This is an optimization exercise on Yosys and OpenROAD, whose aim is small area, a short achievable clock period and few clock cycles, not a production implementation.
In this exercise RTL edits were held to simulation tests only and were not proved equivalent to the original.
No activity file was given, so power comes from the tool's default toggle rates.

`design.v`:
```
module rbd_fadd
(
    input  logic        i_clk,
    input  logic        i_rst_n,
    input  logic        i_load,
    input  logic [3:0]  i_lane_we,
    input  logic [7:0]  i_delta,
    input  logic [31:0] i_a,
    output logic        o_busy,
    output logic [31:0] o_time
);
    logic [31:0] o_sum;
    logic [2:0]  r_p;       
    logic [7:0]  r_md;      
    logic        r_dz;      
    logic [3:0]  r_st;      
    logic [4:0]  r_sh;
    logic        r_dbig;
    logic        r_xsel;    
    logic [27:0] r_w;
    assign r_w = o_time[27:0];
    logic [7:0]  r_e;
    logic        sa;
    logic [7:0]  ea;
    logic [7:0]  ea_eff;
    logic [23:0] ma;
    assign sa     = i_a[31];
    assign ea     = i_a[30:23];
    assign ea_eff = (ea == 8'd0) ? 8'd1 : ea;
    assign ma     = {ea != 8'd0, i_a[22:0]};
    logic [2:0] ld_p;
    always_comb begin
        ld_p = 3'd0;
        for (int i = 0; i < 8; i++) begin
            if (i_delta[i]) ld_p = 3'(i);
        end
    end
    always_ff @(posedge i_clk) begin
        if (i_load) begin
            r_p  <= ld_p;
            r_md <= i_delta << (3'd7 - ld_p);
            r_dz <= (i_delta == 8'd0);
        end
    end
    logic done;
    assign done   = r_st[3] && (r_w[27] || r_w[26] || (r_w == 28'd0));
    assign o_busy = |r_st;
    always_ff @(posedge i_clk) begin
        if (!i_rst_n) begin
            r_st <= '0;
        end else begin
            r_st[0] <= i_load;
            r_st[1] <= r_st[0];
            r_st[2] <= r_st[1];
            r_st[3] <= r_st[2] || (r_st[3] && !done);
        end
    end
    logic [8:0] diff;       
    logic [8:0] ndiff;      
    logic [8:0] adiff;
    assign diff  = {1'b0, ea_eff} - {1'b0, 8'd127 + {5'd0, r_p}};
    assign ndiff = {1'b0, 8'd127 + {5'd0, r_p}} - {1'b0, ea_eff};
    assign adiff = diff[8] ? ndiff : diff;
    always_ff @(posedge i_clk) begin
        if (r_st[0]) begin
            r_dbig <= diff[8] || ((diff == 9'd0) &&
                      ((r_md > ma[23:16]) || ((r_md == ma[23:16]) && (ma[15:0] == 16'd0))));
            r_sh   <= (adiff > 9'd31) ? 5'd31 : adiff[4:0];
        end
    end
    logic [26:0] y_sh;
    always_comb begin
        logic [26:0] v;
        logic        st;
        v  = r_dbig ? {ma, 3'b000} : {r_md, 19'd0};
        st = 1'b0;
        if (r_sh[0]) begin st = st | v[0];          v = v >> 1;  end
        if (r_sh[1]) begin st = st | (|v[1:0]);     v = v >> 2;  end
        if (r_sh[2]) begin st = st | (|v[3:0]);     v = v >> 4;  end
        if (r_sh[3]) begin st = st | (|v[7:0]);     v = v >> 8;  end
        if (r_sh[4]) begin st = st | (|v[15:0]);    v = v >> 16; end
        y_sh = v | {26'd0, st};
    end
    logic [26:0] x;
    logic [27:0] s;
    assign x = r_xsel ? {r_md, 19'd0} : {ma, 3'b000};
    rbd_add #(.W(28)) u_add (
        .i_a    ({1'b0, x}),
        .i_b    (r_w),
        .i_cin  (sa),
        .o_sum  (s),
        .o_cout ()
    );
    always_ff @(posedge i_clk) begin
        if (r_st[1]) begin
            o_time[27:0] <= {sa, sa ? ~y_sh : y_sh};
            r_xsel <= r_dbig;
        end else if (r_st[2]) begin
            o_time[27:0] <= s;
            r_e <= r_dbig ? (8'd127 + {5'd0, r_p}) : ea_eff;
        end else if (done) begin
            o_time <= o_sum;
        end else if (r_st[3]) begin
            o_time[27:0] <= {r_w[26:0], 1'b0};
            r_e <= r_e - 8'd1;
        end else begin
            for (int k = 0; k < 4; k++) begin
                if (i_lane_we[k]) o_time[8*k +: 8] <= i_delta;
            end
        end
    end
    logic [23:0] m;
    logic        g;
    logic        stk;
    logic        up;
    logic [24:0] mant;
    logic [7:0]  e2;
    assign m    = r_w[27] ? r_w[27:4] : r_w[26:3];
    assign g    = r_w[27] ? r_w[3] : r_w[2];
    assign stk  = r_w[27] ? (|r_w[2:0]) : (|r_w[1:0]);
    assign up   = g & (stk | m[0]);
    rbd_add #(.W(25)) u_round (
        .i_a    ({1'b0, m}),
        .i_b    (25'd0),
        .i_cin  (up),
        .o_sum  (mant),
        .o_cout ()
    );
    logic [7:0]  e_1;
    logic [7:0]  e_2;
    logic        rc;
    assign e_1  = r_e + 8'd1;
    assign e_2  = r_e + 8'd2;
    assign rc   = up & (&m);
    assign e2   = (r_w[27] & rc) ? e_2 : ((r_w[27] | rc) ? e_1 : r_e);
    always_comb begin
        if (ea == 8'hFF) begin
            o_sum = i_a | {9'd0, i_a[22:0] != 23'd0, 22'd0};
        end else if (r_dz) begin
            o_sum = (i_a[30:0] == 31'd0) ? 32'd0 : i_a;
        end else if (!r_w[27] && !r_w[26]) begin
            o_sum = 32'd0;
        end else begin
            o_sum = {sa & ~r_dbig, e2, mant[22:0]};
        end
    end
endmodule
module rbd_add
#(
    parameter int W = 8
)
(
    input  logic [W-1:0] i_a,
    input  logic [W-1:0] i_b,
    input  logic         i_cin,
    output logic [W-1:0] o_sum,
    output logic         o_cout
);
    logic [W-1:0] g;
    logic [W-1:0] p;
    logic [W-1:0] cg;
    logic [W-1:0] cp;
    always_comb begin
        g  = i_a & i_b;
        p  = i_a ^ i_b;
        cg = g;
        cp = p;
        cg[0] = g[0] | (p[0] & i_cin);
        for (int d = 1; d < W; d = d * 2) begin
            for (int i = 2 * d - 1; i < W; i = i + 2 * d) begin
                cg[i] = cg[i] | (cp[i] & cg[i - d]);
                cp[i] = cp[i] & cp[i - d];
            end
        end
        for (int d = 1 << ($clog2(W) - 1); d >= 1; d = d / 2) begin
            for (int i = 3 * d - 1; i < W; i = i + 2 * d) begin
                cg[i] = cg[i] | (cp[i] & cg[i - d]);
                cp[i] = cp[i] & cp[i - d];
            end
        end
        o_sum  = p ^ {cg[W-2:0], i_cin};
        o_cout = cg[W-1];
    end
endmodule
module rbd_front
(
    input  logic        i_clk,
    input  logic        i_rst_n,
    input  logic        i_valid,
    input  logic [7:0]  i_data_byte,
    input  logic        i_full,
    input  logic [31:0] i_prev,         
    input  logic        i_words_out,    
    output logic        o_stall,
    output logic        o_push,
    output logic [8:0]  o_entry,        
    output logic        o_hdr_done,     
    output logic        o_len_zero,
    output logic        o_time_busy,
    output logic [3:0]  o_flags,
    output logic [31:0] o_time,
    output logic [31:0] o_len,
    output logic [7:0]  o_type,
    output logic [31:0] o_param
);
    localparam int PH_MARKER  = 0;
    localparam int PH_TIME    = 1;
    localparam int PH_LENGTH  = 2;
    localparam int PH_TYPE    = 3;
    localparam int PH_PARAM   = 4;
    localparam int PH_CONTENT = 5;
    logic [5:0]  r_ph;       
    logic [1:0]  r_idx;
    logic [3:0]  r_flags;
    logic [31:0] r_time;
    logic [3:0]  time_lane_we;
    logic [7:0]  r_type;
    logic [31:0] r_param;
    logic [31:0] r_remain;   
    logic        take;
    logic        len_done;
    logic        param_done;
    logic        rem_last;
    logic        len_zero;
    logic [31:0] rem_dec;
    rbd_add #(.W(32)) u_dec (
        .i_a    (r_remain),
        .i_b    (32'hFFFF_FFFF),
        .i_cin  (1'b0),
        .o_sum  (rem_dec),
        .o_cout ()
    );
    assign len_done   = r_flags[3] || (r_idx == 2'd3);
    assign param_done = r_flags[2] || (r_idx == 2'd3);
    assign rem_last   = (r_remain == 32'd1);
    assign len_zero   = (r_remain == 32'd0);
    assign o_stall = (o_time_busy && r_ph[PH_TIME]) ||
                     (i_words_out && (r_ph[PH_TYPE] | r_ph[PH_PARAM])) ||
                     (i_full && r_ph[PH_CONTENT]);
    assign take    = i_valid && !o_stall;
    assign o_hdr_done = take && r_ph[PH_PARAM] && param_done;
    assign o_len_zero = len_zero;
    assign o_push     = take && r_ph[PH_CONTENT];
    assign o_entry    = {rem_last, i_data_byte};
    assign o_flags = r_flags;
    assign o_time  = r_time;
    assign o_len   = r_remain;
    assign o_type  = r_type;
    assign o_param = r_param;
    rbd_fadd u_fadd (
        .i_clk     (i_clk),
        .i_rst_n   (i_rst_n),
        .i_load    (take && r_ph[PH_TIME] && r_flags[0]),
        .i_lane_we (time_lane_we),
        .i_delta   (i_data_byte),
        .i_a       (i_prev),
        .o_busy    (o_time_busy),
        .o_time    (r_time)
    );
    always_comb begin
        for (int k = 0; k < 4; k++) begin
            time_lane_we[k] = take && r_ph[PH_TIME] && !r_flags[0] && (r_idx == 2'(k));
        end
    end
    always_ff @(posedge i_clk) begin
        if (!i_rst_n) begin
            r_ph  <= 6'b000001;
            r_idx <= '0;
        end else if (take) begin
            if (r_ph[PH_MARKER]) begin
                r_ph <= 6'b000010;
            end
            if (r_ph[PH_TIME]) begin
                r_idx <= r_flags[0] ? 2'd0 : r_idx + 2'd1;
                if (r_flags[0] || r_idx == 2'd3) r_ph <= 6'b000100;
            end
            if (r_ph[PH_LENGTH]) begin
                r_idx <= len_done ? 2'd0 : r_idx + 2'd1;
                if (len_done) r_ph <= r_flags[1] ? 6'b001000 : 6'b010000;
            end
            if (r_ph[PH_TYPE]) begin
                r_ph <= 6'b010000;
            end
            if (r_ph[PH_PARAM]) begin
                r_idx <= param_done ? 2'd0 : r_idx + 2'd1;
                if (param_done) r_ph <= len_zero ? 6'b000001 : 6'b100000;
            end
            if (r_ph[PH_CONTENT]) begin
                if (rem_last) r_ph <= 6'b000001;
            end
        end
    end
    always_ff @(posedge i_clk) begin
        if (take) begin
            if (r_ph[PH_MARKER]) begin
                r_flags <= i_data_byte[3:0];
            end
            if (r_ph[PH_LENGTH]) begin
                if (r_idx == 2'd0) r_remain <= {24'd0, i_data_byte};
                else r_remain[8*r_idx +: 8] <= i_data_byte;
            end
            if (r_ph[PH_TYPE]) begin
                r_type <= i_data_byte;
            end
            if (r_ph[PH_PARAM]) begin
                if (r_idx == 2'd0) r_param <= {24'd0, i_data_byte};
                else r_param[8*r_idx +: 8] <= i_data_byte;
                if (!r_flags[1]) r_type <= 8'd0;
            end
            if (r_ph[PH_CONTENT]) begin
                r_remain <= rem_dec;
            end
        end
    end
endmodule
module rbd_queue
#(
    parameter int DEPTH = 3
)
(
    input  logic       i_clk,
    input  logic       i_rst_n,
    input  logic       i_push,
    input  logic [8:0] i_item,
    input  logic       i_pop,
    output logic       o_full,
    output logic       o_valid,
    output logic [8:0] o_item
);
    localparam int AW = (DEPTH > 1) ? $clog2(DEPTH) : 1;
    localparam int CW = $clog2(DEPTH + 1);
    logic [8:0]    r_mem [0:DEPTH-1];
    logic [AW-1:0] r_wr;
    logic [AW-1:0] r_rd;
    logic [CW-1:0] r_count;
    assign o_full  = (r_count == CW'(DEPTH));
    assign o_valid = (r_count != '0);
    assign o_item  = r_mem[r_rd];
    always_ff @(posedge i_clk) begin
        if (i_push) begin
            r_mem[r_wr] <= i_item;
        end
    end
    always_ff @(posedge i_clk) begin
        if (!i_rst_n) begin
            r_wr    <= '0;
            r_rd    <= '0;
            r_count <= '0;
        end else begin
            if (i_push) begin
                r_wr <= (r_wr == AW'(DEPTH - 1)) ? '0 : r_wr + AW'(1);
            end
            if (i_pop) begin
                r_rd <= (r_rd == AW'(DEPTH - 1)) ? '0 : r_rd + AW'(1);
            end
            if (i_push && !i_pop) begin
                r_count <= r_count + CW'(1);
            end else if (i_pop && !i_push) begin
                r_count <= r_count - CW'(1);
            end
        end
    end
endmodule
module rbd_back
(
    input  logic        i_clk,
    input  logic        i_rst_n,
    input  logic        i_q_valid,
    input  logic [8:0]  i_q_item,       
    input  logic        i_hdr_done,
    input  logic        i_len_zero,
    input  logic        i_time_busy,
    input  logic [3:0]  i_flags,
    input  logic [31:0] i_time,
    input  logic [31:0] i_len,
    input  logic        i_stall,
    output logic        o_pop,
    output logic        o_busy,         
    output logic        o_valid,
    output logic        o_kind,
    output logic        o_last,
    output logic [7:0]  o_byte,
    output logic [3:0]  o_flags,
    output logic [31:0] o_time,
    output logic [31:0] o_len
);
    logic r_wait;    
    logic free;
    logic time_we;
    assign free    = o_valid ? !i_stall : !r_wait;
    assign o_pop   = i_q_valid && free;
    assign o_busy  = o_valid || r_wait;
    assign time_we = (i_hdr_done && !i_time_busy) || (r_wait && !i_time_busy);
    always_ff @(posedge i_clk) begin
        if (!i_rst_n) begin
            o_time <= '0;
        end else if (time_we) begin
            o_time <= i_time;
        end
    end
    always_ff @(posedge i_clk) begin
        if (!i_rst_n) begin
            o_valid <= 1'b0;
            r_wait  <= 1'b0;
        end else begin
            if (time_we) begin
                o_valid <= 1'b1;
                r_wait  <= 1'b0;
            end else if (i_hdr_done) begin
                r_wait  <= 1'b1;
            end else if (free) begin
                o_valid <= o_pop;
            end
        end
    end
    always_ff @(posedge i_clk) begin
        if (o_pop) begin
            o_kind <= 1'b1;
            o_last <= i_q_item[8];
            o_byte <= i_q_item[7:0];
        end
        if (i_hdr_done) begin
            o_kind  <= 1'b0;
            o_last  <= i_len_zero;
            o_flags <= i_flags;
            o_len   <= i_len;
        end
    end
endmodule
module replay_block_deframer_core
(
    input  logic        i_clk,
    input  logic        i_rst_n,
    input  logic        i_valid,
    output logic        o_stall,
    input  logic [7:0]  i_data_byte,
    output logic        o_valid,
    input  logic        i_stall,
    output logic        o_result_kind,
    output logic [3:0]  o_marker_bits,
    output logic [31:0] o_timestamp_bits,
    output logic [31:0] o_content_length,
    output logic [7:0]  o_block_type,
    output logic [31:0] o_block_param,
    output logic [7:0]  o_content_byte,
    output logic        o_last_of_block
);
    logic        push;
    logic        full;
    logic        q_valid;
    logic        pop;
    logic        hdr_done;
    logic        len_zero;
    logic        time_busy;
    logic        back_busy;
    logic [8:0]  push_item;
    logic [8:0]  q_item;
    logic [3:0]  p_flags;
    logic [31:0] p_time;
    logic [31:0] p_len;
    rbd_front u_front (
        .i_clk         (i_clk),
        .i_rst_n       (i_rst_n),
        .i_valid       (i_valid),
        .i_data_byte   (i_data_byte),
        .i_full        (full),
        .i_prev        (o_timestamp_bits),
        .i_words_out   (q_valid || back_busy),
        .o_stall       (o_stall),
        .o_push        (push),
        .o_entry       (push_item),
        .o_hdr_done    (hdr_done),
        .o_len_zero    (len_zero),
        .o_time_busy   (time_busy),
        .o_flags       (p_flags),
        .o_time        (p_time),
        .o_len         (p_len),
        .o_type        (o_block_type),
        .o_param       (o_block_param)
    );
    rbd_queue u_queue (
        .i_clk   (i_clk),
        .i_rst_n (i_rst_n),
        .i_push  (push),
        .i_item  (push_item),
        .i_pop   (pop),
        .o_full  (full),
        .o_valid (q_valid),
        .o_item  (q_item)
    );
    rbd_back u_back (
        .i_clk       (i_clk),
        .i_rst_n     (i_rst_n),
        .i_q_valid   (q_valid),
        .i_q_item    (q_item),
        .i_hdr_done  (hdr_done),
        .i_len_zero  (len_zero),
        .i_time_busy (time_busy),
        .i_flags     (p_flags),
        .i_time      (p_time),
        .i_len       (p_len),
        .i_stall     (i_stall),
        .o_pop       (pop),
        .o_busy      (back_busy),
        .o_valid     (o_valid),
        .o_kind      (o_result_kind),
        .o_last      (o_last_of_block),
        .o_byte      (o_content_byte),
        .o_flags     (o_marker_bits),
        .o_time      (o_timestamp_bits),
        .o_len       (o_content_length)
    );
endmodule
```
`standard.sh`:
```
#!/bin/bash
# synth_recipe.tcl (not shown) runs the flow's synth.tcl, then flattens the netlist and writes it again
# the make line also repeats each setting of config.mk as NAME=value (left out here)
make -C /OpenROAD-flow-scripts/flow DESIGN_CONFIG=/design/flow/config.mk WORK_HOME=/design/flow/orfs CLKGATE_MAP_FILE= SYNTH_SCRIPT=/design/flow/synth_recipe.tcl "${@:-finish}"
```
`config.mk`:
```
export PLATFORM = sky130hd
export DESIGN_NAME = replay_block_deframer_core
export DESIGN_NICKNAME = replay_block_deframer_core
export VERILOG_FILES = /design/flow/design.v
export SDC_FILE = /design/flow/constraint.sdc
export NUM_CORES = 4
export LEC_CHECK = 0
export CAP_MARGIN = 20
export CORE_MARGIN = 2
export CORE_UTILIZATION = 70
export CTS_CLUSTER_DIAMETER = 100
export CTS_CLUSTER_SIZE = 22
export SETUP_SLACK_MARGIN = 5
export SLEW_MARGIN = 20
```
`constraint.sdc`:
```
create_clock -name core_clock -period 8.5 [get_ports {i_clk}]
set_input_delay 1.7000 -clock core_clock [delete_from_list [all_inputs] [get_ports {i_clk}]]
set_output_delay 1.7000 -clock core_clock [all_outputs]
set_load 0.01 [all_outputs]
```
`flow/run.sh`:
```
#!/bin/bash
# The standard layout, with the port buffers made from the smallest plain
# buffer cell instead of the resizer's default choice.
set -euo pipefail
export BUFFER_PORTS_ARGS="-buffer_cell sky130_fd_sc_hd__buf_1"
bash standard.sh finish > standard.log 2>&1
```
==> results of run 1 <==
synthesized netlist by cell type, types with 5 or more instances:
cell type	instances	share of area, %
fa_1	14	1.6
a211oi_1	19	0.81
nor3b_1	9	0.38
a22oi_1	18	0.77
a2bb2oi_1	12	0.60
a21oi_1	107	3.0
xor2_1	30	1.5
a21boi_0	37	1.6
edfxtp_1	207	35
or2_2	5	0.18
and3_1	13	0.46
nor3_1	25	0.71
nand4_1	17	0.61
and2_1	19	0.68
dfxtp_1	55	6.3
o211ai_1	12	0.51
mux4_2	24	3.1
or3_1	9	0.32
a221oi_1	13	0.65
buf_2	8	0.23
mux2_2	22	1.4
mux2i_1	61	3.5
nor4_1	27	0.96
inv_1	112	2.4
a22o_1	20	1.0
nor2b_1	44	1.6
a21o_1	24	1.0
o21a_1	11	0.47
o22ai_1	21	0.75
nand3_1	32	0.91
nand2b_1	20	0.71
ha_1	91	6.5
and4_1	6	0.30
o31ai_1	5	0.21
nand2_1	224	4.8
o21ai_0	113	3.2
nor2_1	106	2.3
a31oi_1	10	0.36
clkbuf_1	99	2.1
buf_1	12	0.26
xnor2_1	52	2.6
placed cells by master, fill, tap and decap left out, types with 20 or more instances in the layout:
| master | n |
|---|---|
| clkbuf_16 | 22 |
| o22ai_1 | 21 |
| o21ai_0 | 106 |
| a21o_1 | 24 |
| mux4_2 | 24 |
| nor2b_1 | 40 |
| dfxtp_1 | 39 |
| mux2i_1 | 61 |
| nor3_1 | 23 |
| xor2_1 | 30 |
| buf_4 | 50 |
| a21boi_0 | 37 |
| a22o_1 | 20 |
| nand3_1 | 31 |
| inv_1 | 108 |
| edfxtp_1 | 207 |
| mux2_2 | 22 |
| a21oi_1 | 97 |
| ha_1 | 84 |
| nor4_1 | 24 |
| buf_1 | 129 |
| nor2_1 | 105 |
| nand2_1 | 221 |
| xnor2_1 | 52 |
state kept, by name (all words and copies together) (netlist names), 2 cells and up, named ones only:
signal	flops
u_queue.r_count	2
u_front.r_type	8
u_front.r_param	24
u_queue.r_mem	27
u_front.r_remain	24
u_front.u_fadd.r_sh	5
u_queue.r_wr	2
u_front.u_fadd.r_md	8
u_front.u_fadd.o_time	32
u_front.r_flags	4
u_front.u_fadd.r_st	4
u_front.r_ph	6
u_back.o_len	32
u_front.u_fadd.r_p	3
u_queue.r_rd	2
u_back.o_flags	4
u_front.r_idx	2
u_back.o_time	32
u_front.u_fadd.r_e	8
u_back.o_byte	8
power by group through the flow:
| stage | clock, mW | combinational, mW | sequential, mW |
|---|---|---|---|
| finish | 0.818 | 0.285 | 1.48 |
| global route | 0.851 | 0.310 | 1.48 |
| CTS | 0.811 | 0.269 | 1.47 |
| detailed placement | 0 | 0.264 | 1.50 |
| global placement | 0 | 0.252 | 1.50 |
| floorplan | 0 | 0.178 | 1.50 |
metal layers:
metal / up-vias / share of wire [%] / global-route usage (%)
met5: - / 0.024 / 0
met4: 2 / 5.6 / 16.2
met3: 250 / 13 / 7.18
met2: 1226 / 44 / 58.8
met1: 7423 / 38 / 54.8
li1: 6842 / - / -
layout make-up:
cell class | instances | area, µm²
multi-input combinational | 1330 | 9660
sequential | 262 | 7340
fill | 1559 | 4960
timing repair buffer | 195 | 1160
clock buffer | 26 | 459
inverter | 115 | 445
tap | 324 | 405
clock inverter | 2 | 28.8
timing repair inverter | 2 | 10.0
path summary, 6_finish.rpt:
check	endpoint	slack, ns	cells past startpoint
setup / recovery	u_front.u_fadd.o_time[26]	4.75	18
hold / removal	u_back.o_flags[3]	0.46	0
setup reg to reg	u_front.u_fadd.o_time[26]	4.75	18
hold reg to reg	u_back.o_flags[3]	0.46	0
timing repair:
item | CTS | global route
endpoints found under the setup margin | 162 | 61
gates resized for setup | 47 | 55
cloned | 1 | 6
setup buffers | 9 | 23
pin swaps | 5 | 21
cells by family (layout without fill, tap and decap cells):
| logic type | count (synthesis) | in the layout | share of synthesized area, % |
|---|---|---|---|
| buf+inv | 238 | 340 | 5.32 |
| simple gates | 565 | 565 | 15.4 |
| fa+ha+maj | 106 | 106 | 8.14 |
| mux | 107 | 107 | 7.96 |
| compound gates | 470 | 470 | 17.5 |
| flops | 262 | 262 | 41.7 |
| xor+xnor | 82 | 82 | 4.09 |
==> summary.txt, run 1 <==
number of non-filler instances in the completed layout: 2,256
Cell Area, Placed: 18,200 µm²
Flop pwr share: 57.2%
Max Fclk: 267 MHz
die width: 162 µm
antenna violations before repair: 1
Sw Ratio: 25.6%
Top delay family on crit path: compound AO/OA/AOI/OAI gates
Inserted Diodes: 0
Critical Path Source Type: flop
Synth Warn #: 7
worst slack at placement: 3.85 ns
Synth Flop Type: edfxtp_1
Wirelength per Cell: 23.9 µm
CP dominant cell by count: a21oi_2
Post-Syn Area: 17,600 µm²
port buffer count: 131
I/O Pins: 132
Crit-path slowest cell: fa_1
pwr dens: 132 nW/µm²
syn_nets: 1,947
Final Setup Violations: 0
Fin. Hold Viols: 0
Inst Count DP: 2,188
Slew @ Worst Pin: 1.23 ns
WP buf/inv: 2
Crit. Startpoint: u_front.u_fadd.r_xsel
CP Max Fanout: 6
DRC errors left: 0
gr usage total: 38.6%
# H-tree levels: 1
largest net degree at the start of global routing: 62
vias per inst: 6.98
CP endpoint kind: flop
first-pass GRT wire length: 79.7 mm
gr ovfl total: 0
WL final: 53.8 mm
clk buf depth: 3
crit path kind: reg2reg
Final HPWL DP: 35.5 mm
Initial Util: 71.8%
DIE AREA: 26,400 µm²
Tot Pwr: 2.58 mW
final instance area: 19,500 µm²
Final Core Density: 79.7%
clk slew on worst S/H paths: 0.09 ns
fin crit period: 3.75 ns
vias in the first global route: 14.4k
clock share of power: 31.7%
Final Hold Slack: 0.456 ns
Slew HR: 17.2%
data required time of the critical path: 8.76 ns
placer congestion estimate: 0.945
CTS Sinks: 262
post-synthesis register bit count: 262
Syn-to-layout area delta: 11.1%
type of the most critical hold path: reg2reg
share of cells above drive strength 1: 11.1%
CP Cell Sequence: buf_12 > nand2b_1 > inv_1 > ha_1 > o21ai_1 > a21oi_2 > nand3_2 > o21ai_4 > a31oi_4 > o211ai_1 > a21o_1 > a21oi_2 > fa_1 > nand2_1 > nor2_2 > a21oi_2 > nand2_1 > o21ai_1
leak pwr: 7.23 nW
Sw Pwr: 0.660 mW
Placeable Area: 24,500 µm²
Vert. Die Dim: 162 µm
first drt pass iteration count: 8
Site Rows: 57
status: complete, no violations
CTS Hold Buffers Added: 0
Pins Over Slew Limit: 0
Internal Power: 1.92 mW
Comb pwr share: 11.1%
1st-iter DRT viols: 2,604
nets@finish: 2,039
clock root buffer: clkbuf_16
CTS Buf Count: 16
Detail Route Antenna Nets: 0
ys async rst share: 0%
RR Startpoint: u_front.u_fadd.r_xsel
synth unique cells: 75
max-cap viol count: 0
min-delay src: u_front.r_flags[3]
Post-synth EDFFs: 207
setup TNS: 0 ns
worst path arrival time: 4.01 ns
via count: 15.7k
insertion delay to the later sink of the worst-skew pair: 0.51 ns
syn_area_per_cell: 9.60 µm²
largest stage delay on the critical path: 0.55 ns
Worst IR Drop VDD: 0.000198 V
fin crit share: 44.1%
register area share after synthesis: 41.7%
Clock Skews: 0.0253 ns
RSZ-0062 raised after global routing: true
Cells after Synth: 1,830
fin worst setup slack: 4.75 ns
CTS tree: built
Testbench counts, summed over its fixed seeds: cycles 12,648.
==> run 2: changes to the inputs <==
--- a/config.mk
+++ b/config.mk
@@ -8,7 +8,8 @@
 export CAP_MARGIN = 20
 export CORE_MARGIN = 2
-export CORE_UTILIZATION = 70
+export CORE_UTILIZATION = 60
 export CTS_CLUSTER_DIAMETER = 100
 export CTS_CLUSTER_SIZE = 22
+export PLACE_DENSITY = 0.7
 export SETUP_SLACK_MARGIN = 5
 export SLEW_MARGIN = 20
==> run 2 against run 1 <==
  * Non-clock buffer count up 3
  * Clock-buffer cell count down 1
  * Highest routed layer is now met4
  * Critical path depth unchanged
  * Design area down 0.40%
  * Flip-flop and latch count unchanged
  * Largest cell class unchanged
  * Utilization down 12 points
  * Final cell count up 2.7%
  * Routed wire length up 0.43%
  * Global-route usage down 4.3 points
  * Via count down 4.3%
  * Register-to-register slack better by 0.20 ns
==> summary.txt, run 2 <==
status: complete, no violations
min-delay src: u_front.r_flags[3]
multi-input logic area: 9650 µm² (-0.10%)
Placeable Area: 28,800 µm² (+18%)
nets@finish: 2,041 (+0.098%)
placer congestion estimate: 0.937 (-0.84%)
DRC errors left: 0 (unchanged)
fin crit period: 3.55 ns (-0.201 ns)
max-cap viol count: 0 (unchanged)
clock root buffer: clkbuf_16
# H-tree levels: 1 (unchanged)
Synth area leader: edfxtp_1
leak pwr: 7.20 nW (-0.35%)
Crit. Startpoint: u_front.u_fadd.r_xsel
RSZ-0062 raised after global routing: true
CTS tree: built
Max Fclk: 282 MHz (+5.7%)
insertion delay to the later sink of the worst-skew pair: 0.50 ns (about the same)
Critical Path Source Type: flop
commonest non-fill, non-tap cell in the layout: nand2_1
fin crit share: 41.7% (-2.4 points)
Worst IR Drop VDD: 0.000140 V (-29%)
largest net degree at the start of global routing: 61 (-1.6%)
post-synth top area share: 35.4% (unchanged)
syn_area_per_cell: 9.60 µm² (unchanged)
1st-iter DRT viols: 1,473 (-43%)
Synth Warn #: 7 (unchanged)
CTS Buf Count: 15 (-1)
share of cells above drive strength 1: 10.8% (-0.31 points)
Final Setup Violations: 0 (unchanged)
via count: 15.1k (-4.3%)
Site Rows: 62 (+8.8%)
final instance area: 19,400 µm² (-0.40%)
type of the most critical hold path: reg2reg
gr ovfl total: 0 (unchanged)
RR Startpoint: u_front.u_fadd.r_xsel
Cell Area, Placed: 18,300 µm² (+0.34%)
filler cell count: 2,314 (+48%)
Worst Hold Depth: 0 (unchanged)
ys async rst share: 0% (unchanged)
Post-Syn Area: 17,600 µm² (unchanged)
synth unique cells: 75 (unchanged)
Slew HR: 17.2% (+0.018 points)
gr usage total: 34.3% (-4.3 points)
vias in the first global route: 14.2k (-1.5%)
clk slew on worst S/H paths: 0.10 ns (about the same)
CTS Sinks: 262 (unchanged)
data required time of the critical path: 8.86 ns (+0.10 ns)
I/O Pins: 132 (unchanged)
r2r worst-path depth: 18 (unchanged)
Cells after Synth: 1,830 (unchanged)
WL final: 54.0 mm (+0.43%)
setup TNS: 0 ns (unchanged)
pwr dens: 129 nW/µm² (-2.6%)
vias per inst: 6.51 (-6.7%)
Wirelength per Cell: 23.3 µm (-2.2%)
post-synthesis register bit count: 262 (unchanged)
Initial Util: 61.0% (-11 points)
CP Max Fanout: 15 (+9)
Slew @ Worst Pin: 1.23 ns (-0.000262 ns)
largest registers: u_back.o_len: 32 flops, u_back.o_time: 32 flops, u_front.u_fadd.o_time: 32 flops
Synth Flop Type: edfxtp_1
antenna violations before repair: 0 (-1)
register area share after synthesis: 41.7% (unchanged)
DIE AREA: 30,700 µm² (+16%)
port buffer count: 131 (unchanged)
top-count cell post-synth: nand2_1
most frequent cells in the layout: nand2_1, edfxtp_1, buf_1, inv_1
synth cell count leaders: nand2_1, edfxtp_1, o21ai_0
Syn-to-layout area delta: 10.6%
first drt pass iteration count: 7 (-1)
syn_nets: 1,947 (unchanged)
Seq. cell area: 7360 µm² (+0.22%)
Clock Skews: 0.0291 ns (+0.00375 ns)
Post-synth EDFFs: 207 (unchanged)
Vert. Die Dim: 175 µm (+7.8%)
crit path kind: reg2reg
clk buf depth: 3 (unchanged)
worst path arrival time: 3.91 ns (-0.10 ns)
Inserted Diodes: 0 (unchanged)
CTS Hold Buffers Added: 0 (unchanged)
Fin. Hold Viols: 0 (unchanged)
first-pass GRT wire length: 81.9 mm (+2.8%)
Detail Route Antenna Nets: 0 (unchanged)
Final HPWL DP: 36.5 mm (+2.7%)
top cells by area, synth: edfxtp_1, ha_1, dfxtp_1, nand2_1, mux2i_1
die width: 175 µm (+7.8%)
Pins Over Slew Limit: 0 (unchanged)
CP endpoint kind: flop
run 2: cell counts after synthesis:
Identical to the previous run, type by type.
run 2: repair_timing:
| item | CTS | global route |
|---|---|---|
| pin swaps | 9 | 26 |
| setup buffers | 18 | 23 |
| endpoints found under the setup margin | 100 | 82 |
| gates cloned | 4 | 0 |
| resized for setup | 46 | 42 |
run 2: final cells by class:
| cell class | instances | area share [%] |
|---|---|---|
| Clock buffer | 25 | 2.13 |
| Inverter | 115 | 2.26 |
| Multi-Input combinational cell | 1330 | 49.6 |
| Sequential cell | 262 | 37.9 |
| Tap cell | 384 | 2.47 |
| Timing Repair Buffer | 198 | 5.56 |
| Timing Repair inverter | 2 | 0.0515 |
run 2: final timing paths:
check	end	slack [ns]
max reg2reg	u_front.u_fadd.o_time[26]	4.95
min reg2reg	u_back.o_flags[3]	0.48
max	u_front.u_fadd.o_time[26]	4.95
min	u_back.o_flags[3]	0.48
run 2: critical path: stages (launching register included):
cell      delay [ns]
edfxtp_1        0.43
buf_12          0.16
buf_4           0.15
buf_4           0.18
nand2b_1        0.20
inv_1           0.09
ha_1            0.23
a21o_1          0.16
a21o_1          0.22
a31oi_4         0.19
o211ai_1        0.14
a21o_1          0.21
a21oi_2         0.14
fa_1            0.40
nand2_1         0.07
nor2_1          0.04
a21oi_1         0.17
nand2_1         0.07
o21ai_1         0.14
run 2: metal layers:
layer  track usage, %  share of wire (%)  routed length, µm
met5                0                  0                  0
met4             13.2                3.9               2090
met3             4.07                8.8               4750
met2             57.6                 48              26000
met1             45.6                 39              21200
run 2: power by group:
part | total [mW] | switching (mW) | internal [mW]
logic | 0.284 | 0.178 | 0.106
clock network | 0.747 | 0.410 | 0.337
registers | 1.47 | 0.0434 | 1.43
total | 2.50 | 0.632 | 1.87
run 2: through the flow:
step	utilization, %	worst slack, ns	hold slack (ns)	std cells	total power, mW
floorplan	-	5.03	0.421	1830	1.67
finish	67.5	4.95	0.485	2316	2.50
CTS	66.2	4.93	0.472	2293	2.50
global route	67.5	4.73	0.492	2316	2.58
global placement	63.5	3.93	0.439	2246	1.76
detailed placement	63.5	3.83	0.437	2246	1.77
run 2: cell families (layout without fill, tap and decap cells):
logic type                 Yosys count  after routing  synth area share, %
AOI/OAI and AO/OA                  470            470                 17.5
muxes                              107            107                 7.96
DFF                                262            262                 41.7
and+or+nand+nor                    565            565                 15.4
buffers and inverters              238            340                 5.32
xor gates and xnor gates            82             82                 4.09
adders and majority gates          106            106                 8.14
==> run 3: changes to the inputs <==
--- a/config.mk
+++ b/config.mk
@@ -11,5 +11,4 @@
 export CTS_CLUSTER_DIAMETER = 100
 export CTS_CLUSTER_SIZE = 22
-export PLACE_DENSITY = 0.7
 export SETUP_SLACK_MARGIN = 5
 export SLEW_MARGIN = 20
==> run 3 against run 2 <==
  * Sequential power about the same
  * Largest power group unchanged
  * Worst setup slack got worse by 0.034 ns
  * Largest cell class unchanged
  * Highest routed layer unchanged
  * Utilization decreased by 0.37 points
  * Non-clock buffer count down 7
==> summary.txt, run 3 <==
status: complete, no violations
CP Max Fanout: 10 (-5)
Clock Skews: 0.0379 ns (+0.00879 ns)
Slew HR: 30.4% (+13 points)
Synth Warn #: 7 (unchanged)
Pins Over Slew Limit: 0 (unchanged)
Site Rows: 62 (unchanged)
Worst IR Drop VDD: 0.000133 V (-5.5%)
top cells by area, synth: edfxtp_1, ha_1, dfxtp_1, nand2_1, mux2i_1
leak pwr: 7.14 nW (-0.83%)
port buffer count: 131 (unchanged)
most frequent cells in the layout: nand2_1, edfxtp_1, buf_1, inv_1, o21ai_0
gr ovfl total: 0 (unchanged)
post-synth top area share: 35.4% (unchanged)
Synth Flop Type: edfxtp_1
Critical Path Source Type: flop
Initial Util: 61.0% (unchanged)
clk buf depth: 3 (unchanged)
vias per inst: 6.58 (+1.1%)
worst path arrival time: 3.97 ns (+0.06 ns)
antenna violations before repair: 0 (unchanged)
CTS Buf Count: 15 (unchanged)
synth unique cells: 75 (unchanged)
I/O Pins: 132 (unchanged)
Placeable Area: 28,800 µm² (unchanged)
synth cell count leaders: nand2_1, edfxtp_1, o21ai_0
Syn-to-layout area delta: 10.0%
first-pass GRT wire length: 81.8 mm (-0.22%)
register area share after synthesis: 41.7% (unchanged)
area share of xor/xnor cells in the synthesized design: 4.09% (unchanged)
clock root buffer: clkbuf_16
largest family of logic cells by synthesized area: compound AO/OA/AOI/OAI gates
Slew @ Worst Pin: 1.04 ns (-0.186 ns)
DIE AREA: 30,700 µm² (unchanged)
nets@finish: 2,035 (-0.29%)
Compound-Gate Fraction of Synth Area: 17.5% (unchanged)
Vert. Die Dim: 175 µm (unchanged)
setup TNS: 0 ns (unchanged)
Final Hold Slack: 0.449 ns (-0.0355 ns)
fin crit period: 3.58 ns (+0.0339 ns)
CTS Sinks: 262 (unchanged)
clk slew on worst S/H paths: 0.10 ns (about the same)
mux contribution to synthesized area: 7.96% (unchanged)
CTS tree: built
data required time of the critical path: 8.89 ns (+0.03 ns)
CP endpoint kind: flop
Post-Syn Area: 17,600 µm² (unchanged)
Post-synth EDFFs: 207 (unchanged)
first drt pass iteration count: 5 (-2)
max-cap viol count: 0 (unchanged)
Detail Route Antenna Nets: 0 (unchanged)
crit path kind: reg2reg
simple-gate share of the synthesized area: 15.4% (unchanged)
largest registers: u_back.o_len: 32 flops, u_back.o_time: 32 flops, u_front.u_fadd.o_time: 32 flops
Final HPWL DP: 36.1 mm (-0.86%)
DRC errors left: 0 (unchanged)
die width: 175 µm (unchanged)
vias in the first global route: 14.1k (-0.66%)
gr usage total: 34.2% (-0.086 points)
share of cells above drive strength 1: 10.3% (-0.49 points)
post-synthesis register bit count: 262 (unchanged)
# H-tree levels: 1 (unchanged)
type of the most critical hold path: reg2reg
via count: 15.2k (+0.84%)
largest net degree at the start of global routing: 61 (unchanged)
Inserted Diodes: 0 (unchanged)
top-count cell post-synth: nand2_1
pwr dens: 131 nW/µm² (+1.3%)
fin crit share: 42.1% (+0.40 points)
1st-iter DRT viols: 1,617 (+9.8%)
syn_nets: 1,947 (unchanged)
adder-cell share of the synthesized area: 8.14% (unchanged)
Max Fclk: 279 MHz (-0.95%)
commonest non-fill, non-tap cell in the layout: nand2_1
syn_area_per_cell: 9.60 µm² (unchanged)
Wirelength per Cell: 23.2 µm (-0.72%)
CTS Hold Buffers Added: 0 (unchanged)
WL final: 53.5 mm (-0.93%)
insertion delay to the later sink of the worst-skew pair: 0.52 ns (+0.02 ns)
Cells after Synth: 1,830 (unchanged)
Fin. Hold Viols: 0 (unchanged)
Final Setup Violations: 0 (unchanged)
Synth area leader: edfxtp_1
ys async rst share: 0% (unchanged)
RSZ-0062 raised after global routing: true
placer congestion estimate: 0.972 (+3.7%)
[run 3: cell counts after synthesis]
No cell type changed its count.
[run 3: worst paths after layout]
| path | slack [ns] | start | to | depth (start not counted) |
|---|---|---|---|---|
| setup / recovery | 4.92 | u_front.u_fadd.r_xsel | u_front.u_fadd.o_time[26] | 18 |
| hold / removal | 0.45 | u_front.r_flags[3] | u_back.o_flags[3] | 0 |
| setup reg to reg | 4.92 | u_front.u_fadd.r_xsel | u_front.u_fadd.o_time[26] | 18 |
| hold reg to reg | 0.45 | u_front.r_flags[3] | u_back.o_flags[3] | 0 |
[run 3: cell type report]
type	count	area [µm²]
multi-input combinational	1331	9630
fill	2377	9460
sequential	262	7350
timing repair buffer	191	981
tap	384	480
inverter	115	439
clock buffer	25	423
timing repair inverter	2	12.5
clock inverter	1	8.76
[run 3: kinds of logic after synthesis]
group,after synthesis
compound gates,470
flops,262
simple gates,565
buf+inv,238
xor+xnor,82
fa+ha+maj,106
mux,107
[run 3: stage by stage]
stage	cells	worst slack [ns]	cell area (µm²)	total power [mW]	util (%)
detailed placement	2246	3.73	18300	1.77	63.5
floorplan	1830	5.03	17600	1.67	-
global route	2311	4.74	19300	2.60	67.1
global placement	2246	3.83	18300	1.76	63.5
finish	2311	4.92	19300	2.52	67.1
CTS	2289	4.84	19000	2.52	66.0
[run 3: where the power goes]
part	total, mW	internal [mW]	switching, mW
Combinational	0.280	0.105	0.176
Clock	0.771	0.346	0.424
Sequential	1.47	1.43	0.0426
Total	2.52	1.88	0.643
[run 3: repair_timing]
| item | 4_1_cts | 5_1_grt |
|---|---|---|
| hold endpoints to repair | 0 | 0 |
| gates cloned | 2 | 1 |
| gates resized for setup | 36 | 37 |
| setup buffers | 15 | 20 |
| setup endpoints to repair | 104 | 58 |
| pin swaps | 8 | 18 |
[run 3: critical path, stage by stage, from the launching register on]
cell and delay (ns):
edfxtp_1 0.44, buf_12 0.17, buf_6 0.14, nor2b_2 0.10, ha_1 0.25, a21o_1 0.18
a21o_1 0.18, a221oi_2 0.31, o21ai_4 0.14, a31oi_4 0.19, o211ai_1 0.16, a21o_1 0.19
a21oi_2 0.14, fa_1 0.42, nand2_1 0.08, nor2_2 0.05, a21oi_2 0.15, nand2_1 0.06
o21ai_1 0.11
[run 3: per-layer routing]
metal / wire length [µm] / track usage [%]
met3: 4530 / 4.18
met1: 22100 / 47.6
met5: 0 / 0
met2: 24600 / 55.0
met4: 2270 / 13.1

[re-timing with driven ports]
In the flow no input, the clock included, has a driving cell. The finished layouts below were timed again as built, in two steps.
Step 1: set_driving_cell puts a clkbuf_16 on i_clk and a buf_2 on each other input, an assumption about the parent block.
Step 2 times the ports against the registers' clock, not the clock port: input delays grow and output delays shrink by t, the midpoint of the rising clock arrivals with the driver on.
a / b / c = ideal / step 1 / step 2; a / b = the first two.
run | t (ns) | setup WS [ns] | worst data-port slew with drivers (ns)
run 1 | 0.548 | 4.752 / 4.752 / 4.361 | 0.05
run 2 | 0.540 | 4.954 / 4.954 / 4.446 | 0.06
run 3 | 0.558 | 4.920 / 4.920 / 4.496 | 0.04
After both steps every run listed still meets setup and hold. The setup slack of run 2, which loses most, moves by 0.000 ns with the drivers and by -0.508 ns with both steps.
